From an optimization exercise on the open Yosys and OpenROAD flow, aimed at small area, a short achievable clock period and few clock cycles per item; shortcuts taken in it are not production practice.
Only simulation tests tie the RTL to the original design; equivalence was not proved.
Power and IR drop assume default switching activity.

==> flow/design.v (outline; a module is shown in full before it is edited, if it fits) <==
// module polygon_convexity_check: 155 lines
// module pcc_booth_enc: 20 lines
// module pcc_cross: 2615 lines
module polygon_convexity_check #(
  parameter int COORD_WIDTH = 16
) (
  input  logic                          clk,
  input  logic                          rst,
  input  logic                          vertex_valid,
  output logic                          vertex_ready,
  input  logic signed [COORD_WIDTH-1:0] vertex_x,
  input  logic signed [COORD_WIDTH-1:0] vertex_y,
  input  logic                          last_vertex,
  output logic                          result_valid,
  input  logic                          result_ready,
  output logic                          is_convex,
  output logic                          too_few
);
  // ...
==> flow/run.sh <==
#!/bin/bash
# synth_recipe.tcl (not shown) runs the flow's synth.tcl, then flattens the netlist and writes it again
# the make line also repeats each setting of config.mk as NAME=value (left out here)
make -C /OpenROAD-flow-scripts/flow DESIGN_CONFIG=/design/flow/config.mk WORK_HOME=/design/flow/orfs CLKGATE_MAP_FILE= SYNTH_SCRIPT=/design/flow/synth_recipe.tcl finish
==> flow/config.mk <==
export PLATFORM = sky130hd
export DESIGN_NAME = polygon_convexity_check
export DESIGN_NICKNAME = polygon_convexity_check
export VERILOG_FILES = /design/flow/design.v
export SDC_FILE = /design/flow/constraint.sdc
export NUM_CORES = 4
export LEC_CHECK = 0
export ABC_AREA = 1
export CAP_MARGIN = 20
export CORE_MARGIN = 2
export CORE_UTILIZATION = 40
export CTS_CLUSTER_DIAMETER = 80
export CTS_CLUSTER_SIZE = 30
export PLACE_DENSITY = 0.6
export SETUP_SLACK_MARGIN = 4.4
export SLEW_MARGIN = 20
==> flow/constraint.sdc <==
create_clock -name core_clock -period 7.5 [get_ports {clk}]
set_input_delay 1.5000 -clock core_clock [delete_from_list [all_inputs] [get_ports {clk}]]
set_output_delay 1.5000 -clock core_clock [all_outputs]
set_load 0.01 [all_outputs]
==> key figures, run 1 <==
Global route
  • GR Util met3: 3.59%
  • First-pass GRT wire length: 116000 um
  • Most Crowded Layer GR: met2
  • Number of global-route vias before repair: 19500
  • Met2 GRT Util: between 30% and 40%

Drt
  • Routed WL: 74500 um
  • DRT antenna net count: 0
  • Highest Signal Layer: met4
  • DRT iter0 DRCs: 1617
  • # DRC: 0

Setup path
  • Critical path origin: a_enc[35]$_DFF_P_
  • CP top delay family: adder cells
  • WP depth: 5
  • Critical path endpoint: u_cross.rg_18_3$_DFF_P_

Floorplan
  • Tapcell count: between 800 and 900

STA
  • PnR worst setup slack: 4400 ps
  • Final setup viols: 0
  • Max_slew headroom: roughly two fifths
  • Fin Clk Skew: between 20 and 30 ps

Synth
  • Ys Warns: 4
  • Mux contribution to synthesized area: 1.09%
  • Seq cells post-synth: 392
  • Cells after Synth: between 2000 and 3000

Placed design
  • Cell Area, Placed: 27900 sq um
  • Placement Setup Slack: between 2000 and 3000 ps

Power and ir drop
  • PnR Total Power: around 5300 uW
  • Max power group: registers
  • P_clk: 1530 uW
  • Leakage: 0.0133 uW

Final layout
  • Layout cells sized above 1: a little under a tenth
  • Largest register FFs: 52
  • Top class by area: multi-input combinational cells

Clocking
  • CTS buffer count: 24
  • Cts hold-fix bufs: 0
  • Clock Tree Root: clkbuf_16
  • Max Root-Sink Buffers: 3
  • Postcts setup bufs: 7

Status
  • Status: finished clean
Testbench counts, summed over its fixed seeds: cycles 59,325, items 59,266.
==> module polygon_convexity_check, before the edit <==
module polygon_convexity_check #(
  parameter int COORD_WIDTH = 16
) (
  input  logic                          clk,
  input  logic                          rst,
  input  logic                          vertex_valid,
  output logic                          vertex_ready,
  input  logic signed [COORD_WIDTH-1:0] vertex_x,
  input  logic signed [COORD_WIDTH-1:0] vertex_y,
  input  logic                          last_vertex,
  output logic                          result_valid,
  input  logic                          result_ready,
  output logic                          is_convex,
  output logic                          too_few
);
  localparam int DW     = COORD_WIDTH + 1;
  localparam int QDEPTH = 4;
  logic [COORD_WIDTH-1:0] prev_x, prev_y;      
  logic [COORD_WIDTH-1:0] first_x, first_y;    
  logic [DW-1:0]          e0_x, e0_y;          
  logic [1:0]             seen;                
  logic                   close1, close2;      
  logic                   few1, few2;          
  logic [53:0]   a_enc;         
  logic [53:0]   a_enc_next;
  logic [DW-1:0] a_src_x, a_src_y;
  logic [DW-1:0] b_x, b_y;
  logic          xv, xfirst, xend, xfew;
  logic          yv, yfirst, yend, yfew;
  logic          wv, wfirst, wend, wfew;
  logic          pos;
  logic          seen_pos, seen_neg;
  logic [QDEPTH-1:0] qv, qc, qf;
  logic [2:0] outstanding;
  logic              ready_q;
  logic          fire, pop, load, push, push_c, push_f;
  logic [DW-1:0] sub_x, sub_y, e_x, e_y;
  assign vertex_ready = ready_q;
  assign fire         = vertex_valid && ready_q && !rst;
  assign pop          = qv[0] && result_ready;
  assign sub_x = close1 ? {first_x[COORD_WIDTH-1], first_x} : {vertex_x[COORD_WIDTH-1], vertex_x};
  assign sub_y = close1 ? {first_y[COORD_WIDTH-1], first_y} : {vertex_y[COORD_WIDTH-1], vertex_y};
  assign e_x   = {prev_x[COORD_WIDTH-1], prev_x} - sub_x;
  assign e_y   = {prev_y[COORD_WIDTH-1], prev_y} - sub_y;
  assign a_src_x = (fire && seen == 2'd2) ? e0_x : b_x;
  assign a_src_y = (fire && seen == 2'd2) ? e0_y : b_y;
  pcc_booth_enc u_enc (
    .x   (a_src_x),
    .y   (a_src_y),
    .enc (a_enc_next)
  );
  assign load = (fire && seen[1]) || close1 || close2;
  always_ff @(posedge clk) begin
    if (rst) begin
      seen   <= 2'd0;
      close1 <= 1'b0;
      close2 <= 1'b0;
      few1   <= 1'b0;
      few2   <= 1'b0;
    end else begin
      if (fire) begin
        if (last_vertex)     seen <= 2'd0;
        else if (seen != 3)  seen <= seen + 2'd1;
      end
      close1 <= fire && last_vertex && seen[1];
      close2 <= close1;
      few1   <= fire && last_vertex && !seen[1];
      few2   <= few1;
    end
    if (fire) begin
      prev_x <= vertex_x;
      prev_y <= vertex_y;
    end
    if (fire && seen == 2'd0) begin
      first_x <= vertex_x;
      first_y <= vertex_y;
    end
    if (fire && seen == 2'd1) begin
      e0_x <= e_x;
      e0_y <= e_y;
    end
    a_enc <= a_enc_next;
    if (load) begin
      b_x <= close2 ? e0_x : e_x;
      b_y <= close2 ? e0_y : e_y;
    end
  end
  always_ff @(posedge clk) begin
    if (rst) begin
      xv <= 1'b0; xfew <= 1'b0;
      yv <= 1'b0; yfew <= 1'b0;
      wv <= 1'b0; wfew <= 1'b0;
    end else begin
      xv <= load;  xfew <= few2;
      yv <= xv;    yfew <= xfew;
      wv <= yv;    wfew <= yfew;
    end
    xfirst <= fire && seen == 2'd2;
    xend   <= close2;
    yfirst <= xfirst;
    yend   <= xend;
    wfirst <= yfirst;
    wend   <= yend;
  end
  pcc_cross u_cross (
    .clk (clk),
    .aenc(a_enc),
    .bx  (b_x),
    .by  (b_y),
    .pos (pos)
  );
  logic sp_next, sn_next;
  assign sp_next = (seen_pos && !wfirst) || pos;
  assign sn_next = (seen_neg && !wfirst) || !pos;
  always_ff @(posedge clk) begin
    if (wv) begin
      seen_pos <= sp_next;
      seen_neg <= sn_next;
    end
  end
  assign push   = (wv && wend) || wfew;
  assign push_c = !wfew && !(sp_next && sn_next);
  assign push_f = wfew;
  logic [QDEPTH-1:0] q_wr, q_shv, q_shc, q_shf;
  logic [2:0] outstanding_next;
  always_comb begin
    for (int i = 0; i < QDEPTH; i++) begin
      q_shv[i] = pop ? ((i + 1 < QDEPTH) ? qv[i+1] : 1'b0) : qv[i];
      q_shc[i] = pop ? ((i + 1 < QDEPTH) ? qc[i+1] : 1'b0) : qc[i];
      q_shf[i] = pop ? ((i + 1 < QDEPTH) ? qf[i+1] : 1'b0) : qf[i];
    end
    for (int i = 0; i < QDEPTH; i++) begin
      q_wr[i] = push && !q_shv[i] && ((i == 0) || q_shv[i-1]);
    end
    outstanding_next = outstanding + (fire && last_vertex) - pop;
  end
  always_ff @(posedge clk) begin
    if (rst) begin
      qv          <= '0;
      outstanding <= '0;
      ready_q     <= 1'b1;
    end else begin
      qv          <= q_shv | q_wr;
      outstanding <= outstanding_next;
      ready_q     <= outstanding_next < QDEPTH;
    end
    for (int i = 0; i < QDEPTH; i++) begin
      qc[i] <= q_wr[i] ? push_c : q_shc[i];
      qf[i] <= q_wr[i] ? push_f : q_shf[i];
    end
  end
  assign result_valid = qv[0];
  assign is_convex    = qc[0];
  assign too_few      = qf[0];
endmodule
==> inputs of run 2 (changes only) <==
--- a/flow/design.v
+++ b/flow/design.v
@@ -50,18 +50,18 @@
   logic [DW-1:0] sub_x, sub_y, e_x, e_y;
   assign vertex_ready = ready_q;
   assign fire         = vertex_valid && ready_q && !rst;
   assign pop          = qv[0] && result_ready;
   assign sub_x = close1 ? {first_x[COORD_WIDTH-1], first_x} : {vertex_x[COORD_WIDTH-1], vertex_x};
   assign sub_y = close1 ? {first_y[COORD_WIDTH-1], first_y} : {vertex_y[COORD_WIDTH-1], vertex_y};
   assign e_x   = {prev_x[COORD_WIDTH-1], prev_x} - sub_x;
   assign e_y   = {prev_y[COORD_WIDTH-1], prev_y} - sub_y;
-  assign a_src_x = (fire && seen == 2'd2) ? e0_x : b_x;
-  assign a_src_y = (fire && seen == 2'd2) ? e0_y : b_y;
+  assign a_src_x = ((fire && seen == 2'd2) || close2) ? e0_x : b_x;
+  assign a_src_y = ((fire && seen == 2'd2) || close2) ? e0_y : b_y;
   pcc_booth_enc u_enc (
     .x   (a_src_x),
     .y   (a_src_y),
     .enc (a_enc_next)
   );
   assign load = (fire && seen[1]) || close1 || close2;
   always_ff @(posedge clk) begin
     if (rst) begin
@@ -88,19 +88,19 @@
       first_x <= vertex_x;
       first_y <= vertex_y;
     end
     if (fire && seen == 2'd1) begin
       e0_x <= e_x;
       e0_y <= e_y;
     end
     a_enc <= a_enc_next;
-    if (load) begin
-      b_x <= close2 ? e0_x : e_x;
-      b_y <= close2 ? e0_y : e_y;
+    if ((fire && seen[1]) || close1) begin
+      b_x <= e_x;
+      b_y <= e_y;
     end
   end
   always_ff @(posedge clk) begin
     if (rst) begin
       xv <= 1'b0; xfew <= 1'b0;
       yv <= 1'b0; yfew <= 1'b0;
       wv <= 1'b0; wfew <= 1'b0;
     end else begin
@@ -115,21 +115,24 @@
     wfirst <= yfirst;
     wend   <= yend;
   end
   pcc_cross u_cross (
     .clk (clk),
     .aenc(a_enc),
     .bx  (b_x),
     .by  (b_y),
+    .nm  (xend),
     .pos (pos)
   );
   logic sp_next, sn_next;
-  assign sp_next = (seen_pos && !wfirst) || pos;
-  assign sn_next = (seen_neg && !wfirst) || !pos;
+  logic cls;
+  assign cls     = pos ^ wend;
+  assign sp_next = (seen_pos && !wfirst) || cls;
+  assign sn_next = (seen_neg && !wfirst) || !cls;
   always_ff @(posedge clk) begin
     if (wv) begin
       seen_pos <= sp_next;
       seen_neg <= sn_next;
     end
   end
   assign push   = (wv && wend) || wfew;
   assign push_c = !wfew && !(sp_next && sn_next);
@@ -185,16 +188,17 @@
       enc[27+3*j+2] = ye[2*j+2];
     end
   end
 endmodule
 module pcc_cross (
   input  logic        clk,
   input  logic [53:0] aenc,
   input  logic [16:0] bx, by,
+  input  logic        nm,
   output logic        pos
 );
   wire p_one0;
   wire p_two0;
   wire p_neg0;
   wire p_r0_0;
   wire p_r0_1;
   wire p_r0_2;
@@ -1233,16 +1237,17 @@
   wire c643;
   wire s644;
   wire c645;
   wire s646;
   wire c647;
   wire s648;
   wire c649;
   logic rg_0_0;
+  logic rg_0_1;
   logic rg_1_0;
   logic rg_2_1;
   logic rg_2_2;
   logic rg_2_3;
   logic rg_2_4;
   logic rg_2_5;
   logic rg_2_6;
   logic rg_2_7;
@@ -2186,24 +2191,24 @@
   assign s386 = p_r6_16 ^ p_r7_14 ^ p_r8_12;
   assign c387 = (p_r6_16 & p_r7_14) | (p_r6_16 & p_r8_12) | (p_r7_14 & p_r8_12);
   assign s388 = q_r6_16 ^ q_r7_14 ^ q_r8_12;
   assign c389 = (q_r6_16 & q_r7_14) | (q_r6_16 & q_r8_12) | (q_r7_14 & q_r8_12);
   assign s390 = p_rn6 ^ p_r7_15 ^ p_r8_13;
   assign c391 = (p_rn6 & p_r7_15) | (p_rn6 & p_r8_13) | (p_r7_15 & p_r8_13);
   assign s392 = q_rn6 ^ q_r7_15;
   assign c393 = q_rn6 & q_r7_15;
-  assign s394 = 1'b1 ^ p_neg0 ^ p_r0_0;
-  assign c395 = (1'b1 & p_neg0) | (1'b1 & p_r0_0) | (p_neg0 & p_r0_0);
-  assign s396 = q_neg0 ^ q_r0_0 ^ s394;
-  assign c397 = (q_neg0 & q_r0_0) | (q_neg0 & s394) | (q_r0_0 & s394);
+  assign s394 = 1'b1 ^ nm ^ p_neg0;
+  assign c395 = (1'b1 & nm) | (1'b1 & p_neg0) | (nm & p_neg0);
+  assign s396 = p_r0_0 ^ q_neg0 ^ q_r0_0;
+  assign c397 = (p_r0_0 & q_neg0) | (p_r0_0 & q_r0_0) | (q_neg0 & q_r0_0);
   assign s398 = 1'b1 ^ p_r0_1 ^ q_r0_1;
   assign c399 = (1'b1 & p_r0_1) | (1'b1 & q_r0_1) | (p_r0_1 & q_r0_1);
-  assign s400 = c395 ^ s398 ^ c397;
-  assign c401 = (c395 & s398) | (c395 & c397) | (s398 & c397);
+  assign s400 = c395 ^ c397 ^ s398;
+  assign c401 = (c395 & c397) | (c395 & s398) | (c397 & s398);
   assign s402 = s370 ^ c363 ^ c367;
   assign c403 = (s370 & c363) | (s370 & c367) | (c363 & c367);
   assign s404 = c371 ^ s376 ^ c369;
   assign c405 = (c371 & s376) | (c371 & c369) | (s376 & c369);
   assign s406 = c373 ^ s374 ^ s378;
   assign c407 = (c373 & s374) | (c373 & s378) | (s374 & s378);
   assign s408 = c377 ^ s382 ^ c375;
   assign c409 = (c377 & s382) | (c377 & c375) | (s382 & c375);
@@ -2443,17 +2448,18 @@
   assign c643 = (rg_30_0 & rg_30_1) | (rg_30_0 & rg_30_2) | (rg_30_1 & rg_30_2);
   assign s644 = rg_31_0 ^ rg_31_1;
   assign c645 = rg_31_0 & rg_31_1;
   assign s646 = rg_32_0 ^ rg_32_1 ^ rg_32_2;
   assign c647 = (rg_32_0 & rg_32_1) | (rg_32_0 & rg_32_2) | (rg_32_1 & rg_32_2);
   assign s648 = rg_33_0 ^ rg_33_1;
   assign c649 = rg_33_0 & rg_33_1;
   always_ff @(posedge clk) begin
-    rg_0_0 <= s396;
+    rg_0_0 <= s394;
+    rg_0_1 <= s396;
     rg_1_0 <= s400;
     rg_2_1 <= p_neg1;
     rg_2_2 <= q_neg1;
     rg_2_3 <= q_r0_2;
     rg_2_4 <= q_r1_0;
     rg_2_5 <= c399;
     rg_2_6 <= s244;
     rg_2_7 <= c401;
@@ -2609,17 +2615,17 @@
     rg_31_1 <= s432;
     rg_32_0 <= c431;
     rg_32_1 <= s434;
     rg_32_2 <= c433;
     rg_33_0 <= s436;
     rg_33_1 <= c435;
   end
   assign s[0] = rg_0_0;
-  assign c[0] = 1'b0;
+  assign c[0] = rg_0_1;
   assign s[1] = rg_1_0;
   assign c[1] = 1'b0;
   assign s[2] = rg_2_7;
   assign c[2] = s586;
   assign s[3] = c587;
   assign c[3] = s588;
   assign s[4] = c589;
   assign c[4] = s590;
==> flow/flow/run.sh (new file) <==
#!/bin/bash
# Layout flow: the standard flow (standard.sh) unchanged except for one step in
# synthesis. Before Yosys's fine-grained synthesis runs ABC, the adder trees of the RTL
# (plain XOR / majority gates) are mapped to full- and half-adder cells, so ABC cannot
# restructure them first; extracting them afterwards leaves inverters between the adder
# cells. Everything else, including the registers, is the standard synthesis.
set -euo pipefail
HERE=$(pwd)
FL=$HERE/flow

# synthesis script: ORFS's synth.tcl with the early adder extraction inserted
python3 - "$FLOW_HOME/scripts/synth.tcl" "$HERE/synth_fa.tcl" <<'PYEOF'
import sys
src = open(sys.argv[1]).read()
anchor = """if {
  [env_var_exists_and_non_empty SYNTH_WRAPPED_OPERATORS] ||
  [env_var_exists_and_non_empty SWAP_ARITH_OPERATORS]
} {
  source $::env(SCRIPTS_DIR)/synth_wrap_operators.tcl
} else {"""
early = """# early full-adder extraction (this flow's only change to synthesis)
opt -fast -full
memory_map
opt -full
techmap -map +/techmap.v -map $::env(FLOW_HOME)/platforms/common/lcu_kogge_stone.v
opt -fast
extract_fa {*}[dont_use_extract_fa_args]
techmap -map $::env(ADDER_MAP_FILE)
opt -fast

"""
assert src.count(anchor) == 1, "synth.tcl anchor not found"
open(sys.argv[2], "w").write(src.replace(anchor, early + anchor))
PYEOF
# The standard flow's synthesis wrapper, sourcing the script above instead of synth.tcl
sed "s|\$::env(SCRIPTS_DIR)/synth.tcl|$HERE/synth_fa.tcl|" synth_recipe.tcl > synth_recipe_fa.tcl
grep -q "synth_fa.tcl" synth_recipe_fa.tcl
# standard.sh with that synthesis wrapper, for the synth target only
sed "s|SYNTH_SCRIPT=[^ ]*|SYNTH_SCRIPT=$HERE/synth_recipe_fa.tcl|" standard.sh > standard_fa.sh
grep -q "synth_recipe_fa.tcl" standard_fa.sh

bash standard_fa.sh synth > synth.log 2>&1
bash standard.sh finish > finish.log 2>&1
==> flow/standard.sh (new file) <==
#!/bin/bash
# synth_recipe.tcl (not shown) runs the flow's synth.tcl, then flattens the netlist and writes it again
# the make line also repeats each setting of config.mk as NAME=value (left out here)
make -C /OpenROAD-flow-scripts/flow DESIGN_CONFIG=/design/flow/config.mk WORK_HOME=/design/flow/orfs CLKGATE_MAP_FILE= SYNTH_SCRIPT=/design/flow/synth_recipe.tcl "${@:-finish}"
removed: flow/run.sh
==> run 2 against run 1 <==
Clock-buffer cell count up 1. Synthesized cell count decreased by 15%. Synthesized area decreased by 5.3%. First-iteration DRC count up 0.19%. Critical path depth stayed put. Maximum frequency is 0.18% higher. Final cell count is 11% lower. Worst hold slack about the same. Sequential share of layout area increased by 1.4 points. Register-to-register slack hardly changed. Cell area fell by 3.6%. Clock power up 5%.
==> key figures, run 2 <==
Clocking
  • TritonCTS clock tree: done
  • Sink Count: just under 400
  • CTS H-tree lvls: 1
  • Clock Pin Slew Worst Setup and Hold Paths: 110 ps
  • Max Root-Sink Buffers: 3 (unchanged)
  • Clock Latency Late Sink: 600 ps
  • Cts hold-fix bufs: 0 (unchanged)
  • CTS buffer count: 24 (unchanged)
  • Clock Tree Root: clkbuf_16

Power and ir drop
  • Maximum vdd drop: 0.000287 V
  • Leakage: 0.0116 uW (-12%)
  • Sw Ratio: 37.6%
  • PwrDens: 271 nW/um^2
  • Seq pwr share: 35.2%
  • Cell-internal power: 4780 uW
  • Clock network fraction of total power: roughly a fifth
  • P_sw: ~2900 uW
  • Comb power frac: 43.9%

Floorplan
  • I/O Pins: 41
  • Row count: 92
  • Initial core utilization: 40.3%
  • Die area: 65300 sq um
  • Die width: between 200 and 300 um
  • Core Region: roughly 63000 sq um
  • Die H: 256 um

Synth
  • Post-synth top area share: 22.0%
  • Ys Warns: 4 (unchanged)
  • Synth Area in Simple Gates: 5.68%
  • Syn Std Cell Area: roughly 25000 sq um
  • Largest family of logic cells by synthesized area: adder cells
  • Synth Flop Type: dfxtp_1
  • Cells after Synth: 2359 (-15%)
  • Most frequent cells after synthesis: xor2_1, fa_1, inv_1
  • Top post-synthesis cells by area: fa_1, dfxtp_1, edfxtp_1, xor2_1, o22ai_1
  • Register area share after synthesis: 36.9%
  • Async set-or-reset flop fraction in the synthesized netlist: 0%
  • Adder-cell share of the synthesized area: 26.9%
  • Distinct cells, synth: 39
  • Post-synth EDFFs: 142
  • Synth Area in XOR/XNOR: 12.4%
  • Compound-Gate Fraction of Synth Area: 10.5%
  • Largest area contributor in the netlist: fa_1
  • Syn Nets: about 2800
  • Seq cells post-synth: 395 (+0.77%)
  • Most frequent cell after synthesis: xor2_1
  • Mean Syn Cell Area: 10.7 sq um
  • Mux contribution to synthesized area: 1.15% (+0.061 points)

Setup path
  • Critical path class: register to register
  • Worst-path maximum fanout: 17
  • Critical path endpoint category: register
  • Worst endpoint required time: 7950 ps
  • Startpoint Class: register
  • Arrival @ worst endpoint: approximately 3600 ps
  • Setup slack, reg-to-reg: ~4400 ps

STA
  • Worst-margin pin slew: 889 ps
  • Fin Clk Skew: 38.0 ps (+12.5 ps)
  • Fin Setup TNS: 0 ps
  • Max_slew headroom: 40.7% (+0.56 points)
  • Final setup viols: 0 (unchanged)
  • Fin crit share: 41.2%
  • Fmax: 0.323 GHz
  • RSZ-0062 raised after global routing: true
  • Hold slack: 338 ps
  • Slew Viols, Final: 0
  • Min Clock Period, post-route: 3090 ps
  • Final hold vios: 0

Global route
  • Initial antenna violation count: 0
  • Gr ovfl total: 0
  • All-Layer GR Usage: 21.2%
  • Number of global-route vias before repair: 18300 (-6.1%)
  • First-pass GRT wire length: 107000 um (-7.1%)
  • Largest net degree at the start of global routing: 35

Drt
  • # DRC: 0 (unchanged)
  • DRT antenna net count: 0 (unchanged)
  • DRT iter0 DRCs: 1620 (+0.19%)
  • Vias per cell: about 5.4
  • Drt first pass iters: 6
  • Via count: roughly 18000
  • Wire length per cell: roughly 22 um
  • Routed WL: 70600 um (-5.2%)

Final layout
  • Most frequent cells in the layout: xor2_1, fa_1, o22ai_1, inv_1, dfxtp_1
  • Largest Register: a_enc
  • # diodes: 0
  • Most common cell after layout, fill and taps aside: xor2_1
  • Area growth syn-to-layout: 11.8%
  • Largest register FFs: 52 (unchanged)
  • Layout cells sized above 1: 9.93% (+0.92 points)
  • Nets@finish: 2803

Placed design
  • IO Port Bufs: 40
  • Detailed Place HPWL: around 50000 um
  • Gp weighted congestion: 0.924

Hold path
  • Class of the worst hold path: register to register

Status
  • Status: finished clean

Flow run
  • Maxcap violations: 0
run 2: cell count changes in the layout (fill, tap and decap cells not counted), moves of 9 or more:
cell,before,now
a211oi_2,14,0
a21oi_1,29,55
and2_1,17,0
buf_4,40,54
clkinv_2,27,18
ha_1,77,95
inv_1,514,251
nand2_1,354,209
nand3_1,55,29
nor2_1,79,69
o21ai_1,5,15
o21ai_2,21,34
xnor2_1,8,22
run 2: cells by family (layout without fill, tap and decap cells):
family                     after synthesis  count (layout)
AOI/OAI and AO/OA                      433             433
and+or+nand+nor                        350             354
muxes                                   29              29
xor gates and xnor gates               359             359
buffers and inverters                  415             458
adders and majority gates              378             378
DFF                                    395             395
run 2: layout make-up:
class	count	area, sq um
multi-input combinational	1553	14600
tap	846	1060
clock inverter	17	290
timing repair buffer	110	1150
sequential	395	9340
clock buffer	27	664
inverter	304	1240
fill	5889	34600
run 2: worst paths after layout:
path                                        start  cells after the start                 endpoint
worst min-delay path               yfirst$_DFF_P_                      0           wfirst$_DFF_P_
worst min register to register     yfirst$_DFF_P_                      0           wfirst$_DFF_P_
worst max-delay path            a_enc[47]$_DFF_P_                      5  u_cross.rg_17_3$_DFF_P_
worst max register to register  a_enc[47]$_DFF_P_                      5  u_cross.rg_17_3$_DFF_P_
run 2: critical path, stage by stage (launching register included):
cell and delay [ps]:
dfxtp_1 710, inv_2 400, xor2_1 320, fa_1 500, fa_1 580, fa_1 420
run 2: power by group through the flow:
stage	logic (uW)	registers (uW)	clock network (uW)
after floorplan	2420	2710	0
after global placement	3250	2740	0
after detailed placement	3370	2750	0
after CTS	3400	2700	1650
after global routing	3860	2730	1730
final	3360	2700	1600
run 2: layer usage:
layer / vias up / part of all wire (%) / GRT usage [%]
li1: 7838 / - / -
met1: 8828 / 41 / 27.0
met2: 719 / 48 / 35.3
met3: 186 / 6.5 / 3.82
met4: 0 / 5.0 / 9.65
met5: - / 0 / 0
run 2: what timing repair did:
action | CTS | global route
setup buffers | 30 | 23
pin swaps | 5 | 10
setup endpoints to repair | 283 | 71
gates resized for setup | 49 | 26
gates cloned | 3 | 2
run 2: per-stage QoR:
stage / worst slack (ps) / total power [uW] / util, % / cells / instance area [sq um]
2_1_floorplan: 3820 / 5130 / - / 2359 / 25400
3_3_place_gp: 2910 / 5990 / 42.1 / 3149 / 26500
3_5_place_dp: 2970 / 6120 / 42.2 / 3150 / 26500
4_1_cts: 4400 / 7750 / 44.4 / 3227 / 27900
5_1_grt: 4380 / 8320 / 45.0 / 3252 / 28300
6_report: 4410 / 7660 / 45.0 / 3252 / 28300
Testbench counts of run 2, summed over its fixed seeds: cycles 59,325, items 59,266.
==> inputs of run 3 (changes only) <==
--- a/flow/config.mk
+++ b/flow/config.mk
@@ -12,5 +12,5 @@
 export CTS_CLUSTER_DIAMETER = 80
 export CTS_CLUSTER_SIZE = 30
 export PLACE_DENSITY = 0.6
-export SETUP_SLACK_MARGIN = 4.4
+export SETUP_SLACK_MARGIN = 4.6
 export SLEW_MARGIN = 20
==> run 3 against run 2 <==
Still clean on timing, DRC and antenna. Via count up 2.9%. Non-clock buffer count grew 109. Final cell count grew 3.5%. Combinational power rose by 3%. Synthesized area did not move. Largest power group unchanged.
==> key figures, run 3 <==
Status
  • Status: finished clean

Setup path
  • Reg-to-reg endpoint: u_cross.rg_21_3$_DFF_P_
  • Critical path origin: b_y[9]$_DFFE_PP_
  • CP top delay family: adder cells
  • Critical path endpoint category: register
  • Worst path max stage delay: 620 ps (-90 ps)
  • Worst endpoint required time: 8010 ps (+60 ps)
  • Startpoint Class: register
  • Setup slack, reg-to-reg: 4600 ps (+200 ps)
  • Worst-path maximum fanout: 16 (-1)
  • Crit-path cells: clkinvlp_4 > buf_12 > o22ai_1 > xor2_1 > fa_1 > fa_1 > fa_1
  • Worst reg2reg startpoint: b_y[9]$_DFFE_PP_
  • Critical path class: register to register
  • Worst-case reg-to-reg path depth: 7 (+2)
  • Slowest-stage cell, CP: fa_1
  • Most used cell, CP: fa_1
  • Arrival @ worst endpoint: 3400 ps (-150 ps)
  • Crit path buf inv count: 2 (+1)

Synth
  • Most frequent cell after synthesis: xor2_1
  • Cells after Synth: 2359 (unchanged)
  • Post-synth EDFFs: 142 (unchanged)
  • Async set-or-reset flop fraction in the synthesized netlist: 0% (unchanged)
  • Largest area contributor in the netlist: fa_1
  • Largest family of logic cells by synthesized area: adder cells
  • Post-synth top area share: 22.0% (unchanged)
  • Mean Syn Cell Area: 10.7 sq um (unchanged)
  • Synth Area in XOR/XNOR: 12.4% (unchanged)
  • Syn Std Cell Area: 25300 sq um (unchanged)
  • Synth Flop Type: dfxtp_1
  • Compound-Gate Fraction of Synth Area: 10.5% (unchanged)
  • Syn Nets: 2774 (unchanged)
  • Register area share after synthesis: 36.9% (unchanged)
  • Top post-synthesis cells by area: fa_1, dfxtp_1, edfxtp_1, xor2_1, o22ai_1
  • Seq cells post-synth: 395 (unchanged)
  • Distinct cells, synth: 39 (unchanged)
  • Most frequent cells after synthesis: xor2_1, fa_1, inv_1
  • Adder-cell share of the synthesized area: 26.9% (unchanged)
  • Synth Area in Simple Gates: 5.68% (unchanged)
  • Ys Warns: 4 (unchanged)
  • Mux contribution to synthesized area: 1.15% (unchanged)

STA
  • PnR worst setup slack: 4600 ps (+196 ps)
  • Slew Viols, Final: 0 (unchanged)
  • Fin Setup TNS: 0 ps (unchanged)
  • Fin crit share: 38.6% (-2.6 points)
  • Hold slack: 337 ps (-1.08 ps)
  • Min Clock Period, post-route: 2900 ps (-196 ps)
  • Final setup viols: 0 (unchanged)
  • RSZ-0062 raised after global routing: true
  • Fin Clk Skew: 23.7 ps (-14.4 ps)
  • Worst-margin pin slew: 1020 ps (+133 ps)
  • Final hold vios: 0 (unchanged)
  • Fmax: 0.345 GHz (+6.8%)
  • Max_slew headroom: 31.8% (-8.9 points)

Clocking
  • Clock Pin Slew Worst Setup and Hold Paths: 100 ps (about the same)
  • TritonCTS clock tree: done
  • Clock Latency Late Sink: 620 ps (+20 ps)
  • Sink Count: 395 (unchanged)
  • CTS H-tree lvls: 1 (unchanged)
  • CTS buffer count: 25 (+4.2%)
  • Max Root-Sink Buffers: 3 (unchanged)
  • Clock Tree Root: clkbuf_16
  • Cts hold-fix bufs: 0 (unchanged)

Drt
  • Drt first pass iters: 5 (-1)
  • Wire length per cell: 22.2 um (+2.4%)
  • # DRC: 0 (unchanged)
  • Via count: 18100 (+2.9%)
  • Vias per cell: 5.38 (-0.51%)
  • Routed WL: 74900 um (+6.0%)
  • DRT iter0 DRCs: 1499 (-7.5%)
  • DRT antenna net count: 0 (unchanged)

Final layout
  • # diodes: 0 (unchanged)
  • Largest register FFs: 52 (unchanged)
  • Fill count: 5786 (-1.7%)
  • Area growth syn-to-layout: 17.8%
  • Post-Layout Inst Area: 29800 sq um (+5.4%)
  • Nets@finish: 2915 (+4.0%)
  • Layout cells sized above 1: 19.6% (+9.7 points)
  • Most common cell after layout, fill and taps aside: xor2_1
  • Largest Register: a_enc
  • Most frequent cells in the layout: xor2_1, fa_1, o22ai_1, dfxtp_1, inv_1

Floorplan
  • Core Region: 62900 sq um (unchanged)
  • I/O Pins: 41 (unchanged)
  • Die width: 256 um (unchanged)
  • Die H: 256 um (unchanged)
  • Die area: 65300 sq um (unchanged)
  • Initial core utilization: 40.3% (unchanged)
  • Row count: 92 (unchanged)

Power and ir drop
  • Maximum vdd drop: 0.000232 V (-19%)
  • Leakage: 0.0123 uW (+5.8%)
  • PwrDens: 262 nW/um^2 (-3.3%)

Global route
  • Gr ovfl total: 0 (unchanged)
  • First-pass GRT wire length: 111000 um (+3.1%)
  • Largest net degree at the start of global routing: 35 (unchanged)
  • Number of global-route vias before repair: 18400 (+0.31%)
  • All-Layer GR Usage: 22.2% (+0.99 points)
  • Initial antenna violation count: 0 (unchanged)

Placed design
  • IO Port Bufs: 40 (unchanged)
  • Gp weighted congestion: 0.964 (+4.3%)
  • Cell Area, Placed: 26600 sq um (+0.28%)
  • Detailed Place HPWL: 51000 um (about the same)
  • Placement Setup Slack: 2450 ps (-529 ps)

Hold path
  • Hold depth: 0 (unchanged)
  • Class of the worst hold path: register to register
  • Hold Path Origin: yfirst$_DFF_P_
  • Hold path endpoint: wfirst$_DFF_P_

Flow run
  • Maxcap violations: 0 (unchanged)
-- run 3: layer usage --
metal  global-route usage [%]  part of all wire [%]  up-vias
li1                         -                     -     8056
met1                     29.3                    41     8995
met2                     36.5                    47      835
met3                     3.17                   7.1      203
met4                     9.84                   5.0        0
met5                        0                     0        -
-- run 3: timing repair --
item,CTS,global route
resized for setup,108,131
buffers inserted,93,72
pin swaps,16,52
endpoints found under the setup margin,350,146
gates cloned,4,2
-- run 3: how the worst max path moves through the flow --
stage                                      to  cells after the start  slack (ps)
detailed placement         e0_x[11]$_DFFE_PP_                      4        2450
global route          u_cross.rg_17_3$_DFF_P_                      6        4520
global placement            b_x[10]$_DFFE_PP_                      4        2390
finish                u_cross.rg_21_3$_DFF_P_                      7        4600
floorplan           outstanding[2]$_SDFF_PP0_                     10        3820
CTS                   u_cross.rg_18_3$_DFF_P_                      7        4590
-- run 3: layout make-up --
cell class	count	area, sq um	share of cell area (%)
well taps	846	1060	3.55
clock buffers	25	626	2.10
clock inverters	21	345	1.16
inverters	304	1390	4.65
multi-input cells	1554	15000	50.2
repair buffers	219	2070	6.93
flip-flops and latches	395	9360	31.4
repair inverters	1	5.00	0.0168
-- run 3: through the flow --
step	std cells	utilization (%)	total power, uW
floorplan	2359	-	5140
global route	3365	47.5	8510
CTS	3291	45.8	7850
global placement	3147	42.3	6040
finish	3365	47.5	7810
detailed placement	3148	42.3	6150
-- run 3: kinds of logic after synthesis --
group           after synthesis
compound gates              433
xor+xnor                    359
fa+ha+maj                   378
buf+inv                     415
flops                       395
mux                          29
simple gates                350
-- run 3: power breakdown --
part           switching [uW]  internal (uW)
logic                    1920           1540
registers                 157           2540
clock network             904            732
total                    2990           4820
==> inputs of run 4 (changes only) <==
--- a/flow/config.mk
+++ b/flow/config.mk
@@ -11,6 +11,7 @@
 export CORE_UTILIZATION = 40
 export CTS_CLUSTER_DIAMETER = 80
 export CTS_CLUSTER_SIZE = 30
+export GPL_ROUTABILITY_DRIVEN = 0
 export PLACE_DENSITY = 0.6
 export SETUP_SLACK_MARGIN = 4.6
 export SLEW_MARGIN = 20
==> run 4 against run 3 <==
Maximum frequency fell by 1.3%. Synthesized cell count did not move. Non-clock buffer count fell by 32. Sequential share of layout area rose by 0.26 points. Sequential power barely moved. Die area did not move. Clock power fell by 12%. Total power fell by 2.8%. Largest cell class unchanged. Setup slack got worse by 38 ps.
==> key figures, run 4 <==
Global route
  • Number of global-route vias before repair: 18400 (+0.0054%)
  • All-Layer GR Usage: 21.3% (-0.91 points)
  • Largest net degree at the start of global routing: 35 (unchanged)
  • Initial antenna violation count: 0 (unchanged)
  • First-pass GRT wire length: 107000 um (-2.9%)
  • Gr ovfl total: 0 (unchanged)

STA
  • RSZ-0062 raised after global routing: true
  • Fin Setup TNS: 0 ps (unchanged)
  • Fmax: 0.341 GHz (-1.3%)
  • Final hold vios: 0 (unchanged)
  • Fin Clk Skew: 54.9 ps (+31.3 ps)
  • Fin crit share: 39.1% (+0.50 points)
  • Final setup viols: 0 (unchanged)
  • Worst-margin pin slew: 909 ps (-113 ps)
  • Min Clock Period, post-route: 2930 ps (+37.8 ps)
  • Slew Viols, Final: 0 (unchanged)
  • Max_slew headroom: 39.3% (+7.6 points)

Floorplan
  • Row count: 92 (unchanged)
  • Die H: 256 um (unchanged)
  • Core Region: 62900 sq um (unchanged)
  • Initial core utilization: 40.3% (unchanged)
  • Die area: 65300 sq um (unchanged)
  • I/O Pins: 41 (unchanged)
  • Die width: 256 um (unchanged)

Synth
  • Ys Warns: 4 (unchanged)
  • Top post-synthesis cells by area: fa_1, dfxtp_1, edfxtp_1, xor2_1, o22ai_1
  • Most frequent cell after synthesis: xor2_1
  • Seq cells post-synth: 395 (unchanged)
  • Mean Syn Cell Area: 10.7 sq um (unchanged)
  • Cells after Synth: 2359 (unchanged)
  • Async set-or-reset flop fraction in the synthesized netlist: 0% (unchanged)
  • Post-synth top area share: 22.0% (unchanged)
  • Syn Nets: 2774 (unchanged)
  • Syn Std Cell Area: 25300 sq um (unchanged)
  • Post-synth EDFFs: 142 (unchanged)
  • Largest area contributor in the netlist: fa_1
  • Most frequent cells after synthesis: xor2_1, fa_1, inv_1
  • Synth Flop Type: dfxtp_1
  • Distinct cells, synth: 39 (unchanged)
  • Register area share after synthesis: 36.9% (unchanged)

Status
  • Status: finished clean

Final layout
  • Layout cells sized above 1: 19.3% (-0.31 points)
  • Multi-input gate area: 15100 sq um (+0.87%)
  • Nets@finish: 2881 (-1.2%)
  • # diodes: 0 (unchanged)
  • Fill count: 5766 (-0.35%)
  • Area growth syn-to-layout: 17.0%
  • Register area: 9370 sq um (+0.11%)
  • Post-Layout Inst Area: 29600 sq um (-0.70%)
  • Largest register FFs: 52 (unchanged)
  • Most frequent cells in the layout: xor2_1, fa_1, o22ai_1, dfxtp_1, inv_1
  • Largest Register: a_enc
  • Most common cell after layout, fill and taps aside: xor2_1

Clocking
  • TritonCTS clock tree: done
  • Clock Tree Root: clkbuf_16
  • Clock Pin Slew Worst Setup and Hold Paths: 110 ps (about the same)
  • Sink Count: 395 (unchanged)
  • CTS buffer count: 22 (-12%)
  • CTS H-tree lvls: 1 (unchanged)
  • Clock Latency Late Sink: 610 ps (about the same)
  • Max Root-Sink Buffers: 3 (unchanged)

Drt
  • Wire length per cell: 21.4 um (-3.6%)
  • Drt first pass iters: 6 (+1)
  • DRT antenna net count: 0 (unchanged)
  • Vias per cell: 5.46 (+1.5%)
  • Via count: 18200 (+0.40%)
  • # DRC: 0 (unchanged)
  • DRT iter0 DRCs: 1784 (+19%)
  • Routed WL: 71400 um (-4.7%)

Power and ir drop
  • P_sw: 2880 uW (-3.6%)
  • Seq pwr share: 35.6% (+1.0 points)
  • Comb power frac: 45.3% (+0.9 points)
  • PwrDens: 256 nW/um^2 (-2.1%)
  • Leakage: 0.0121 uW (-1.5%)
  • PnR Total Power: 7590 uW (-2.8%)
  • Cell-internal power: 4710 uW (-2.3%)
  • Clock network fraction of total power: 19.1% (-1.9 points)
  • Maximum vdd drop: 0.000252 V (+8.6%)
  • Sw Ratio: 37.9% (-0.32 points)

Setup path
  • Slowest-stage cell, CP: fa_1
  • Startpoint Class: register
  • Worst endpoint required time: 7970 ps (-40 ps)
  • Crit-path cells: clkinvlp_4 > buf_12 > o22ai_2 > xor2_1 > fa_1 > fa_1 > fa_1
  • Critical path endpoint category: register
  • Worst-path maximum fanout: 16 (unchanged)
  • Worst path max stage delay: 610 ps (about the same)
  • Critical path class: register to register
  • Crit path buf inv count: 2 (unchanged)
  • Most used cell, CP: fa_1
  • CP top delay family: adder cells
  • Arrival @ worst endpoint: 3400 ps (about the same)

Flow run
  • Maxcap violations: 0 (unchanged)

Placed design
  • Cell Area, Placed: 26500 sq um (-0.14%)
  • Detailed Place HPWL: 49800 um (-2.2%)
  • IO Port Bufs: 40 (unchanged)

Hold path
  • Class of the worst hold path: register to register
==> run 4: cells by family after synthesis <==
| logic type | synth area share, % |
|---|---|
| adders and majority gates | 26.9 |
| DFF | 36.9 |
| buffers and inverters | 6.44 |
| AOI/OAI and AO/OA | 10.5 |
| and+or+nand+nor | 5.68 |
| muxes | 1.15 |
| xor gates and xnor gates | 12.4 |
==> run 4: per-stage QoR <==
stage	worst slack [ps]	utilization, %	hold WS [ps]	std cells
2_1_floorplan	3820	-	310	2359
3_3_place_gp	2420	42.2	312	3142
3_5_place_dp	2500	42.2	314	3143
4_1_cts	4550	45.3	341	3268
5_1_grt	4540	47.1	351	3328
6_report	4570	47.1	337	3328
==> run 4: area by class of cell <==
cell class / count / share of cell area (%)
clock buffers: 24 / 1.88
clock inverters: 16 / 0.896
inverters: 304 / 4.66
multi-input cells: 1554 / 51.0
flip-flops and latches: 395 / 31.6
well taps: 846 / 3.57
repair buffers: 187 / 6.31
repair inverters: 2 / 0.0338
==> run 4: routing by layer <==
metal  share of wire (%)  GRT usage [%]  wire, um  up-vias
met4                 5.6           9.86      4020        0
met2                  46           34.3     33100      881
met1                  40           28.0     28900     9038
met5                   0              0         0        -
met3                 7.5           3.83      5390      253
li1                    -              -         -     7990
==> run 4: final timing paths <==
path,cells after the start,start,slack [ps],to
setup reg to reg,7,b_y[11]$_DFFE_PP_,4570,u_cross.rg_12_4$_DFF_P_
setup / recovery,7,b_y[11]$_DFFE_PP_,4570,u_cross.rg_12_4$_DFF_P_
hold reg to reg,0,xfirst$_DFF_P_,340,yfirst$_DFF_P_
hold / removal,0,xfirst$_DFF_P_,340,yfirst$_DFF_P_
==> run 4: timing repair <==
item                       in CTS  in global routing
hold buffers                    0                  0
buffers inserted               80                 58
cloned                          5                  2
setup endpoints to repair     338                145
resized for setup             107                153
pin swaps                      13                 59
==> run 4: power by group through the flow <==
| stage | logic, uW | clock network [uW] | registers (uW) |
|---|---|---|---|
| after global routing | 3950 | 1570 | 2740 |
| after detailed placement | 3350 | 0 | 2760 |
| after floorplan | 2430 | 0 | 2710 |
| after CTS | 3410 | 1500 | 2710 |
| after global placement | 3250 | 0 | 2750 |
| final | 3430 | 1450 | 2700 |
==> inputs of run 5 (changes only) <==
--- a/flow/flow/run.sh
+++ b/flow/flow/run.sh
@@ -4,6 +4,8 @@
 # (plain XOR / majority gates) are mapped to full- and half-adder cells, so ABC cannot
 # restructure them first; extracting them afterwards leaves inverters between the adder
 # cells. Everything else, including the registers, is the standard synthesis.
+# Placement buffers every input and output port as the standard flow does, but with a
+# plain buffer cell (buf_2) instead of the delay cell buffer_ports picks by default.
 set -euo pipefail
 HERE=$(pwd)
 FL=$HERE/flow
@@ -40,4 +42,5 @@
 grep -q "synth_recipe_fa.tcl" standard_fa.sh
 
 bash standard_fa.sh synth > synth.log 2>&1
+export BUFFER_PORTS_ARGS="-buffer_cell sky130_fd_sc_hd__buf_2"
 bash standard.sh finish > finish.log 2>&1
--- a/flow/config.mk
+++ b/flow/config.mk
@@ -11,7 +11,6 @@
 export CORE_UTILIZATION = 40
 export CTS_CLUSTER_DIAMETER = 80
 export CTS_CLUSTER_SIZE = 30
-export GPL_ROUTABILITY_DRIVEN = 0
 export PLACE_DENSITY = 0.6
-export SETUP_SLACK_MARGIN = 4.6
+export SETUP_SLACK_MARGIN = 4.8
 export SLEW_MARGIN = 20
==> run 5 against run 4 <==
Critical path depth unchanged. Synthesized cell count unchanged. First-iteration DRC count increased by 4.9%. Cell area increased by 3.8%. Non-clock buffer count increased by 56. Setup slack improved by 34 ps. Wire length increased by 7.1%. Maximum frequency increased by 1.2%. Clock-buffer cell count increased by 3. Flip-flop and latch count unchanged. Largest cell class unchanged.
==> key figures, run 5 <==
Setup path
  • Critical path class: register to register
  • Arrival @ worst endpoint: 3390 ps (about the same)
  • Most used cell, CP: fa_2
  • Slowest-stage cell, CP: fa_2
  • Worst-path maximum fanout: 7 (-9)
  • Worst endpoint required time: 7990 ps (+20 ps)
  • Worst path max stage delay: 570 ps (-40 ps)
  • Reg-to-reg endpoint: u_cross.rg_20_3$_DFF_P_
  • Worst-case reg-to-reg path depth: 7 (unchanged)
  • Worst reg2reg startpoint: b_y[14]$_DFFE_PP_
  • Startpoint Class: register
  • Crit-path cells: clkinv_4 > buf_12 > o22ai_1 > xor2_1 > fa_1 > fa_2 > fa_2
  • Critical path endpoint category: register
  • Setup slack, reg-to-reg: 4600 ps (+30 ps)

Hold path
  • Hold path endpoint: wfirst$_DFF_P_
  • Hold depth: 0 (unchanged)
  • Hold Path Origin: yfirst$_DFF_P_
  • Class of the worst hold path: register to register

Synth
  • Syn Std Cell Area: 25300 sq um (unchanged)
  • Mean Syn Cell Area: 10.7 sq um (unchanged)
  • Seq cells post-synth: 395 (unchanged)
  • Synth Flop Type: dfxtp_1
  • Most frequent cell after synthesis: xor2_1
  • Ys Warns: 4 (unchanged)
  • Async set-or-reset flop fraction in the synthesized netlist: 0% (unchanged)
  • Post-synth top area share: 22.0% (unchanged)
  • Most frequent cells after synthesis: xor2_1, fa_1, inv_1
  • Largest area contributor in the netlist: fa_1
  • Cells after Synth: 2359 (unchanged)
  • Syn Nets: 2774 (unchanged)
  • Register area share after synthesis: 36.9% (unchanged)
  • Top post-synthesis cells by area: fa_1, dfxtp_1, edfxtp_1, xor2_1, o22ai_1
  • Distinct cells, synth: 39 (unchanged)
  • Post-synth EDFFs: 142 (unchanged)

STA
  • Fin crit share: 38.7% (-0.45 points)
  • Final hold vios: 0 (unchanged)
  • RSZ-0062 raised after global routing: true
  • Fmax: 0.345 GHz (+1.2%)
  • Slew Viols, Final: 0 (unchanged)
  • Fin Setup TNS: 0 ps (unchanged)
  • Final setup viols: 0 (unchanged)
  • Min Clock Period, post-route: 2900 ps (-34.1 ps)
  • Worst-margin pin slew: 983 ps (+73.6 ps)
  • Max_slew headroom: 34.4% (-4.9 points)
  • Fin Clk Skew: 29.0 ps (-25.9 ps)
  • PnR worst setup slack: 4600 ps (+34.1 ps)

Floorplan
  • Core Region: 62900 sq um (unchanged)
  • I/O Pins: 41 (unchanged)
  • Die width: 256 um (unchanged)
  • Initial core utilization: 40.3% (unchanged)
  • Row count: 92 (unchanged)
  • Die H: 256 um (unchanged)
  • Die area: 65300 sq um (unchanged)

Global route
  • Gr ovfl total: 0 (unchanged)
  • All-Layer GR Usage: 22.6% (+1.3 points)
  • Number of global-route vias before repair: 18900 (+2.9%)
  • Initial antenna violation count: 2 (+2)
  • First-pass GRT wire length: 113000 um (+5.6%)
  • Largest net degree at the start of global routing: 69 (+97%)

Final layout
  • Area growth syn-to-layout: 21.4%
  • Nets@finish: 2942 (+2.1%)
  • # diodes: 0 (unchanged)
  • Final Util: 48.9% (+1.8 points)
  • Fill count: 5666 (-1.7%)
  • Most frequent cells in the layout: xor2_1, dfxtp_1, fa_1, inv_1, o22ai_1
  • Largest register FFs: 52 (unchanged)
  • Largest Register: a_enc
  • Layout cells sized above 1: 27.6% (+8.3 points)
  • Most common cell after layout, fill and taps aside: xor2_1
  • Post-Layout Inst Area: 30700 sq um (+3.8%)

Drt
  • Routed WL: 76400 um (+7.1%)
  • Drt first pass iters: 6 (unchanged)
  • # DRC: 0 (unchanged)
  • Highest Signal Layer: met5
  • DRT iter0 DRCs: 1871 (+4.9%)
  • Routed wl met3: 6920 um (+29%)
  • Via count: 18500 (+1.6%)
  • DRT antenna net count: 0 (unchanged)
  • Metal2 WL: 35300 um (+6.9%)
  • M1 wire length: 30700 um (+6.1%)
  • Wire length per cell: 22.5 um (+5.1%)
  • Vias per cell: 5.44 (-0.29%)

Placed design
  • IO Port Bufs: 40 (unchanged)
  • Detailed Place HPWL: 51100 um (+2.4%)
  • Cell Area, Placed: 26500 sq um (-0.34%)
  • Gp weighted congestion: 0.960
  • Placement Setup Slack: 2930 ps (+437 ps)

Clocking
  • Clock Tree Root: clkbuf_16
  • CTS H-tree lvls: 1 (unchanged)
  • Cts hold-fix bufs: 0 (unchanged)
  • TritonCTS clock tree: done
  • Clock Pin Slew Worst Setup and Hold Paths: 100 ps (about the same)
  • Max Root-Sink Buffers: 3 (unchanged)
  • Sink Count: 395 (unchanged)
  • CTS buffer count: 24 (+9.1%)
  • Clock Latency Late Sink: 620 ps (about the same)

Power and ir drop
  • Seq pwr share: 33.2% (-2.4 points)
  • P_sw: 3220 uW (+12%)
  • Maximum vdd drop: 0.000260 V (+3.2%)
  • Cell-internal power: 4940 uW (+4.9%)
  • Clock network fraction of total power: 19.0% (about the same)
  • PwrDens: 265 nW/um^2 (+3.6%)
  • Comb power frac: 47.9% (+2.6 points)
  • Sw Ratio: 39.5% (+1.5 points)
  • Leakage: 0.0125 uW (+2.6%)

Flow run
  • Maxcap violations: 0 (unchanged)

Status
  • Status: finished clean
run 5: changes by cell type in the layout (fill, tap and decap cells not counted), moves of 15 or more:
cell / delta
fa_1: -54
fa_2: +54
buf_2: +39
buf_4: +36
o22ai_1: -31
o22ai_4: +18
nand2_1: -17
xor2_1: -16
xor2_2: +16
buf_6: +15
clkdlybuf4s50_1: -15
dlymetal6s2s_1: -15
run 5: layout make-up:
cell class | count | area [sq um] | area share [%]
Timing Repair inverter | 5 | 25.0 | 0.0814
Inverter | 304 | 1410 | 4.59
Clock buffer | 27 | 612 | 1.99
Timing Repair Buffer | 243 | 2200 | 7.16
Tap cell | 846 | 1060 | 3.44
Multi-Input combinational cell | 1554 | 15800 | 51.3
Clock inverter | 17 | 295 | 0.960
Sequential cell | 395 | 9380 | 30.5
run 5: logic make-up (layout without fill, tap and decap cells):
logic type | Yosys count | count (layout) | synth area share (%)
buffers and inverters | 415 | 596 | 6.44
multiplexers | 29 | 29 | 1.15
XOR/XNOR | 359 | 359 | 12.4
AND/OR/NAND/NOR | 350 | 354 | 5.68
flip-flops | 395 | 395 | 36.9
adder cells (fa/ha/maj) | 378 | 378 | 26.9
AO/OA/AOI/OAI | 433 | 434 | 10.5
run 5: worst max-delay path: cells and delay by family (launching register included):
| family | cells | cell delay [ps] |
|---|---|---|
| fa+ha+maj | 3 | 1470 |
| flops | 1 | 530 |
| buf+inv | 2 | 340 |
| compound gates | 1 | 210 |
| xor+xnor | 1 | 210 |
run 5: repair_timing:
| item | CTS | global route |
|---|---|---|
| gates cloned | 6 | 7 |
| setup endpoints to repair | 338 | 102 |
| pin swaps | 79 | 94 |
| setup buffers | 138 | 48 |
| gates resized for setup | 222 | 165 |
run 5: per-layer routing:
metal  global-route usage [%]  vias to the layer above
met5                        0                        -
met4                     8.66                        4
met3                     4.82                      248
met2                     36.7                      965
met1                     29.8                     9129
li1                         -                     8106
run 5: through the flow:
stage	hold WS (ps)	power (uW)	instances
final	338	8160	3391
after global routing	352	8860	3391
after CTS	341	7980	3336
after detailed placement	315	6150	3148
after global placement	315	6040	3148
after floorplan	310	5140	2359
run 5: worst max path at each step:
stage,endpoint,slack [ps],from,cells past startpoint
floorplan,outstanding[2]$_SDFF_PP0_,3820,vertex_valid,10
global placement,b_x[6]$_DFFE_PP_,3050,rst,4
detailed placement,b_x[6]$_DFFE_PP_,2930,rst,4
CTS,u_cross.rg_18_3$_DFF_P_,4580,b_y[9]$_DFFE_PP_,7
global route,u_cross.rg_17_3$_DFF_P_,4550,b_y[3]$_DFFE_PP_,8
finish,u_cross.rg_20_3$_DFF_P_,4600,b_y[14]$_DFFE_PP_,7
run 5: power groups by stage:
stage               sequential (uW)  clock, uW  combinational [uW]
detailed placement             2760          0                3400
CTS                            2710       1600                3670
floorplan                      2710          0                2430
global route                   2740       1670                4440
finish                         2710       1550                3910
global placement               2740          0                3290
==> inputs of run 6 (changes only) <==
--- a/flow/config.mk
+++ b/flow/config.mk
@@ -12,5 +12,5 @@
 export CTS_CLUSTER_DIAMETER = 80
 export CTS_CLUSTER_SIZE = 30
 export PLACE_DENSITY = 0.6
-export SETUP_SLACK_MARGIN = 4.8
+export SETUP_SLACK_MARGIN = 4.5
 export SLEW_MARGIN = 20
==> run 6 against run 5 <==
Worst hold slack worse by 0.78 ps. Synthesized area stayed put. Final cell count is 3.5% lower. Utilization is 4.0 points lower. Critical endpoint is now u_cross.rg_16_3$_DFF_P_. Critical path depth is 1 lower. Clock skew is 1.9 ps higher. Synthesized cell count stayed put. Maximum frequency is 2.1% lower. Non-clock buffer count is 108 lower.
==> key figures, run 6 <==
Final layout
  • Largest Register: a_enc
  • Largest register FFs: 52 (unchanged)
  • Layout cells sized above 1: 13.3% (-14 points)
  • Most frequent cells in the layout: xor2_1, fa_1, o22ai_1, dfxtp_1, inv_1
  • Most common cell after layout, fill and taps aside: xor2_1
  • Final Util: 44.9% (-4.0 points)
  • Fill count: 5938 (+4.8%)
  • Nets@finish: 2825 (-4.0%)
  • Area growth syn-to-layout: 11.6%

Power and ir drop
  • Comb power frac: 44.6% (-3.3 points)
  • PwrDens: 266 nW/um^2 (+0.33%)
  • Leakage: 0.0116 uW (-6.6%)
  • Sw Ratio: 38.1% (-1.4 points)
  • Seq pwr share: 35.9% (+2.7 points)
  • Maximum vdd drop: 0.000272 V (+4.5%)
  • Clock network fraction of total power: 19.5% (+0.5 points)
  • P_sw: 2870 uW (-11%)
  • Cell-internal power: 4660 uW (-5.7%)

STA
  • Slew Viols, Final: 0 (unchanged)
  • Worst-margin pin slew: 999 ps (+16.1 ps)
  • Final setup viols: 0 (unchanged)
  • RSZ-0062 raised after global routing: true
  • Fin Clk Skew: 30.9 ps (+1.89 ps)
  • PnR worst setup slack: 4540 ps (-63.7 ps)
  • Final hold vios: 0 (unchanged)
  • Fin Setup TNS: 0 ps (unchanged)
  • Max_slew headroom: 33.3% (-1.1 points)
  • Fin crit share: 39.5% (+0.85 points)
  • Fmax: 0.337 GHz (-2.1%)
  • Min Clock Period, post-route: 2960 ps (+63.7 ps)
  • Hold slack: 337 ps (-0.778 ps)

Floorplan
  • I/O Pins: 41 (unchanged)
  • Die H: 256 um (unchanged)
  • Row count: 92 (unchanged)
  • Core Region: 62900 sq um (unchanged)
  • Initial core utilization: 40.3% (unchanged)
  • Die area: 65300 sq um (unchanged)
  • Die width: 256 um (unchanged)

Synth
  • Async set-or-reset flop fraction in the synthesized netlist: 0% (unchanged)
  • Synth Flop Type: dfxtp_1
  • Seq cells post-synth: 395 (unchanged)
  • Syn Std Cell Area: 25300 sq um (unchanged)
  • Top post-synthesis cells by area: fa_1, dfxtp_1, edfxtp_1, xor2_1, o22ai_1
  • Post-synth top area share: 22.0% (unchanged)
  • Post-synth EDFFs: 142 (unchanged)
  • Cells after Synth: 2359 (unchanged)
  • Most frequent cell after synthesis: xor2_1
  • Distinct cells, synth: 39 (unchanged)
  • Syn Nets: 2774 (unchanged)
  • Register area share after synthesis: 36.9% (unchanged)
  • Mean Syn Cell Area: 10.7 sq um (unchanged)
  • Ys Warns: 4 (unchanged)
  • Largest area contributor in the netlist: fa_1
  • Most frequent cells after synthesis: xor2_1, fa_1, inv_1

Setup path
  • Arrival @ worst endpoint: 3440 ps (+50 ps)
  • Worst path max stage delay: 550 ps (-20 ps)
  • Most used cell, CP: fa_1
  • Slowest-stage cell, CP: edfxtp_1
  • Worst-path maximum fanout: 5 (-2)
  • Critical path endpoint category: register
  • Critical path class: register to register
  • Startpoint Class: register
  • Crit-path cells: clkinvlp_4 > o22ai_1 > xor2_1 > fa_1 > fa_1 > fa_1
  • Worst endpoint required time: 7980 ps (about the same)

Drt
  • Via count: 17700 (-4.0%)
  • Routed WL: 71100 um (-6.9%)
  • Wire length per cell: 21.7 um (-3.6%)
  • Drt first pass iters: 5 (-1)
  • DRT iter0 DRCs: 1593 (-15%)
  • Vias per cell: 5.41 (-0.49%)
  • DRT antenna net count: 0 (unchanged)
  • # DRC: 0 (unchanged)

Clocking
  • CTS H-tree lvls: 1 (unchanged)
  • Clock Tree Root: clkbuf_16
  • Clock Latency Late Sink: 610 ps (about the same)
  • Max Root-Sink Buffers: 3 (unchanged)
  • CTS buffer count: 22 (-8.3%)
  • TritonCTS clock tree: done
  • Sink Count: 395 (unchanged)
  • Clock Pin Slew Worst Setup and Hold Paths: 110 ps (about the same)
  • Cts hold-fix bufs: 0 (unchanged)

Placed design
  • Detailed Place HPWL: 50600 um (-0.91%)
  • IO Port Bufs: 40 (unchanged)
  • Gp weighted congestion: 0.945 (-1.6%)
  • Placement Setup Slack: 3070 ps (+135 ps)

Global route
  • First-pass GRT wire length: 109000 um (-4.1%)
  • Largest net degree at the start of global routing: 69 (unchanged)
  • Gr ovfl total: 0 (unchanged)
  • Number of global-route vias before repair: 18400 (-2.8%)
  • Initial antenna violation count: 1 (-1)
  • All-Layer GR Usage: 21.6% (-1.1 points)

Status
  • Status: finished clean

Flow run
  • Maxcap violations: 0 (unchanged)

Hold path
  • Class of the worst hold path: register to register
[run 6: cell types whose count changed in the layout (fill, tap and decap cells not counted), moves of 19 or more]
cell,before,now
o22ai_2,36,0
fa_1,219,275
fa_2,59,3
o22ai_4,20,0
buf_4,156,76
xor2_1,308,336
dfxtp_2,24,5
inv_1,208,237
nand2_1,162,195
xor2_2,29,1
o22ai_1,203,259
nand2_2,45,18
dfxtp_1,224,247
[run 6: what timing repair did]
item                                    CTS  global route
buffers inserted                         47            34
pin swaps                                 3             2
cloned                                    3             0
endpoints found under the setup margin  299            57
resized for setup                        48            33
[run 6: critical path: cells and delay by family, from the launching register on]
family / cells / cell delay (ps)
buffers and inverters: 1 / 300
AO/OA/AOI/OAI: 1 / 260
adder cells (fa/ha/maj): 3 / 1430
flip-flops: 1 / 550
XOR/XNOR: 1 / 280
[run 6: stage by stage]
step | std cells | instance area [sq um] | total power (uW)
after floorplan | 2359 | 25500 | 5140
after detailed placement | 3148 | 26300 | 6100
after global placement | 3148 | 26300 | 6000
after CTS | 3238 | 27800 | 7600
final | 3273 | 28200 | 7520
after global routing | 3273 | 28200 | 8200
[run 6: kinds of logic after synthesis]
kind of cell / count (synthesis) / share of synthesized area (%)
xor gates and xnor gates: 359 / 12.4
buffers and inverters: 415 / 6.44
and+or+nand+nor: 350 / 5.68
AOI/OAI and AO/OA: 433 / 10.5
DFF: 395 / 36.9
muxes: 29 / 1.15
adders and majority gates: 378 / 26.9
[run 6: layout make-up]
class                   count  area (sq um)  area share [%]
multi-input cells        1552         14500            51.5
inverters                 304          1310            4.65
clock inverters            14           221           0.784
diodes                      1          2.50         0.00886
repair buffers            135          1160            4.10
flip-flops and latches    395          9340            33.1
clock buffers              26           607            2.15
well taps                 846          1060            3.75
[run 6: power by group through the flow]
stage	combinational (uW)	clock, uW	sequential [uW]
3_3_place_gp	3250	0	2750
4_1_cts	3380	1500	2710
6_report	3350	1470	2700
2_1_floorplan	2420	0	2710
5_1_grt	3880	1580	2740
3_5_place_dp	3350	0	2760
[run 6: final timing paths]
check,from,end,slack [ps],cells after the start
hold reg to reg,yend$_DFF_P_,wend$_DFF_P_,340,0
setup / recovery,b_x[5]$_DFFE_PP_,u_cross.rg_16_3$_DFF_P_,4540,6
hold / removal,yend$_DFF_P_,wend$_DFF_P_,340,0
setup reg to reg,b_x[5]$_DFFE_PP_,u_cross.rg_16_3$_DFF_P_,4540,6
[run 6: metal layers]
| layer | GRT usage (%) | part of all wire, % | vias to the layer above |
|---|---|---|---|
| met5 | 0 | 0 | - |
| met4 | 8.98 | 5.1 | 0 |
| met3 | 2.70 | 6.7 | 190 |
| met2 | 35.6 | 47 | 829 |
| met1 | 28.8 | 41 | 8834 |
| li1 | - | - | 7870 |
==> inputs of run 7 (changes only) <==
--- a/flow/config.mk
+++ b/flow/config.mk
@@ -12,5 +12,5 @@
 export CTS_CLUSTER_DIAMETER = 80
 export CTS_CLUSTER_SIZE = 30
 export PLACE_DENSITY = 0.6
-export SETUP_SLACK_MARGIN = 4.5
+export SETUP_SLACK_MARGIN = 4.6
 export SLEW_MARGIN = 20
==> run 7 against run 6 <==
Highest routed layer unchanged. Combinational power grew 3%. Total power is 1.6% higher. Global-route usage rose by 0.19 points. Sequential power is essentially flat. Still clean. Clock power is essentially flat. Maximum frequency is 1.7% higher.
==> key figures, run 7 <==
Hold path
  • Class of the worst hold path: register to register
  • Hold depth: 0 (unchanged)

Synth
  • Ys Warns: 4 (unchanged)
  • Syn Nets: 2774 (unchanged)
  • Cells after Synth: 2359 (unchanged)
  • Largest area contributor in the netlist: fa_1
  • Post-synth EDFFs: 142 (unchanged)
  • Synth Flop Type: dfxtp_1
  • Syn Std Cell Area: 25300 sq um (unchanged)
  • Most frequent cell after synthesis: xor2_1
  • Async set-or-reset flop fraction in the synthesized netlist: 0% (unchanged)
  • Seq cells post-synth: 395 (unchanged)
  • Distinct cells, synth: 39 (unchanged)
  • Register area share after synthesis: 36.9% (unchanged)
  • Top post-synthesis cells by area: fa_1, dfxtp_1, edfxtp_1, xor2_1, o22ai_1
  • Post-synth top area share: 22.0% (unchanged)
  • Most frequent cells after synthesis: xor2_1, fa_1, inv_1
  • Mean Syn Cell Area: 10.7 sq um (unchanged)

Global route
  • Number of global-route vias before repair: 18400 (+0.038%)
  • Gr ovfl total: 0 (unchanged)
  • Largest net degree at the start of global routing: 69 (unchanged)
  • All-Layer GR Usage: 21.8% (+0.19 points)
  • Initial antenna violation count: 1 (unchanged)
  • First-pass GRT wire length: 109000 um (+0.47%)

Clocking
  • TritonCTS clock tree: done
  • Sink Count: 395 (unchanged)
  • CTS H-tree lvls: 1 (unchanged)
  • CTS buffer count: 23 (+4.5%)
  • Clock Latency Late Sink: 610 ps (about the same)
  • Cts hold-fix bufs: 0 (unchanged)
  • Clock Pin Slew Worst Setup and Hold Paths: 110 ps (about the same)
  • Max Root-Sink Buffers: 3 (unchanged)
  • Clock Tree Root: clkbuf_16

Power and ir drop
  • Maximum vdd drop: 0.000259 V (-4.7%)
  • PwrDens: 264 nW/um^2 (-0.83%)
  • Leakage: 0.0119 uW (+2.2%)

STA
  • Hold slack: 331 ps (-5.87 ps)
  • Fin Clk Skew: 38.4 ps (+7.50 ps)
  • Slew Viols, Final: 0 (unchanged)
  • Fin crit share: 38.8% (-0.67 points)
  • RSZ-0062 raised after global routing: true
  • Final hold vios: 0 (unchanged)
  • Final setup viols: 0 (unchanged)
  • Worst-margin pin slew: 838 ps (-160 ps)
  • Fmax: 0.343 GHz (+1.7%)
  • Min Clock Period, post-route: 2910 ps (-50.2 ps)
  • Max_slew headroom: 44.0% (+11 points)
  • Fin Setup TNS: 0 ps (unchanged)

Setup path
  • Most used cell, CP: fa_1
  • Slowest-stage cell, CP: fa_2
  • Worst-case reg-to-reg path depth: 7 (+1)
  • Critical path endpoint category: register
  • Critical path class: register to register
  • Crit-path cells: clkinvlp_4 > buf_12 > o22ai_1 > xor2_1 > fa_1 > fa_2 > fa_1
  • Worst-path maximum fanout: 15 (+10)
  • Worst endpoint required time: 7980 ps (about the same)
  • Arrival @ worst endpoint: 3400 ps (-40 ps)
  • Startpoint Class: register
  • Worst path max stage delay: 620 ps (+70 ps)

Drt
  • DRT iter0 DRCs: 1756 (+10%)
  • Via count: 17900 (+0.79%)
  • Drt first pass iters: 5 (unchanged)
  • Wire length per cell: 21.7 um (-0.12%)
  • Routed WL: 72200 um (+1.5%)
  • Vias per cell: 5.37 (-0.82%)
  • DRT antenna net count: 0 (unchanged)
  • # DRC: 0 (unchanged)

Final layout
  • Most frequent cells in the layout: xor2_1, fa_1, o22ai_1, dfxtp_1, inv_1
  • Fill count: 5832 (-1.8%)
  • Largest register FFs: 52 (unchanged)
  • Final std cells w/o fill: 3326 (+1.6%)
  • Most common cell after layout, fill and taps aside: xor2_1
  • Nets@finish: 2877 (+1.8%)
  • Area growth syn-to-layout: 14.3%
  • Largest Register: a_enc
  • Layout cells sized above 1: 17.5% (+4.2 points)

Floorplan
  • Die area: 65300 sq um (unchanged)
  • Die width: 256 um (unchanged)
  • Die H: 256 um (unchanged)
  • Initial core utilization: 40.3% (unchanged)
  • Row count: 92 (unchanged)
  • I/O Pins: 41 (unchanged)
  • Core Region: 62900 sq um (unchanged)

Placed design
  • Placed instance count: 3147 (-0.032%)
  • Detailed Place HPWL: 50500 um (-0.24%)
  • Gp weighted congestion: 0.926 (-2.0%)
  • IO Port Bufs: 40 (unchanged)

Status
  • Status: finished clean

Flow run
  • Maxcap violations: 0 (unchanged)
==> run 7: cell counts after synthesis <==
Identical to the previous run, type by type.
==> run 7: kinds of logic after synthesis <==
group	share of synthesized area, %
buffers and inverters	6.44
adders and majority gates	26.9
AOI/OAI and AO/OA	10.5
and+or+nand+nor	5.68
DFF	36.9
xor gates and xnor gates	12.4
muxes	1.15
==> run 7: worst max-delay path: cells and delay by family (launching register included) <==
kind	cells	cell delay (ps)
DFF	1	470
buffers and inverters	2	320
adders and majority gates	3	1550
AOI/OAI and AO/OA	1	190
xor gates and xnor gates	1	250
==> run 7: cell type report <==
cell class	instances	area, sq um	area share, %
antenna	1	2.50	0.00865
clock buffer	27	632	2.18
clock inverter	15	228	0.787
inverter	304	1380	4.75
multi-input combinational	1552	14700	50.7
sequential	395	9360	32.4
tap	846	1060	3.66
timing repair buffer	183	1590	5.49
timing repair inverter	3	17.5	0.0605
==> run 7: metrics by stage <==
stage	area, sq um	setup slack (ps)	util [%]	power [uW]
after global placement	26300	2990	41.9	6000
after global routing	28900	4550	46.1	8340
after floorplan	25500	3820	-	5140
final	28900	4590	46.1	7640
after detailed placement	26400	3080	42.0	6120
after CTS	28300	4580	45.0	7700
==> run 7: layer usage <==
layer	vias up	share of wire [%]	GRT usage, %	routed length (um)
li1	7980	-	-	-
met1	8812	41	28.6	29600
met2	855	46	35.5	33300
met3	216	7.6	3.61	5470
met4	0	5.3	9.62	3800
met5	-	0	0	0
==> run 7: path summary, 6_finish.rpt <==
path                     from                      end  slack, ps
max          b_y[9]$_DFFE_PP_  u_cross.rg_21_3$_DFF_P_       4590
min            xfirst$_DFF_P_           yfirst$_DFF_P_        330
max reg2reg  b_y[9]$_DFFE_PP_  u_cross.rg_21_3$_DFF_P_       4590
min reg2reg    xfirst$_DFF_P_           yfirst$_DFF_P_        330
==> run 7: repair_timing <==
| item | in CTS | in global routing |
|---|---|---|
| cloned | 3 | 3 |
| gates resized for setup | 80 | 55 |
| setup buffers | 78 | 52 |
| pin swaps | 3 | 14 |
| setup endpoints to repair | 315 | 74 |
==> run 7: where the power goes <==
group          total, uW  internal (uW)  switching, uW
Sequential          2700           2550            156
Clock               1490            664            827
Combinational       3450           1510           1950
Total               7640           4720           2930
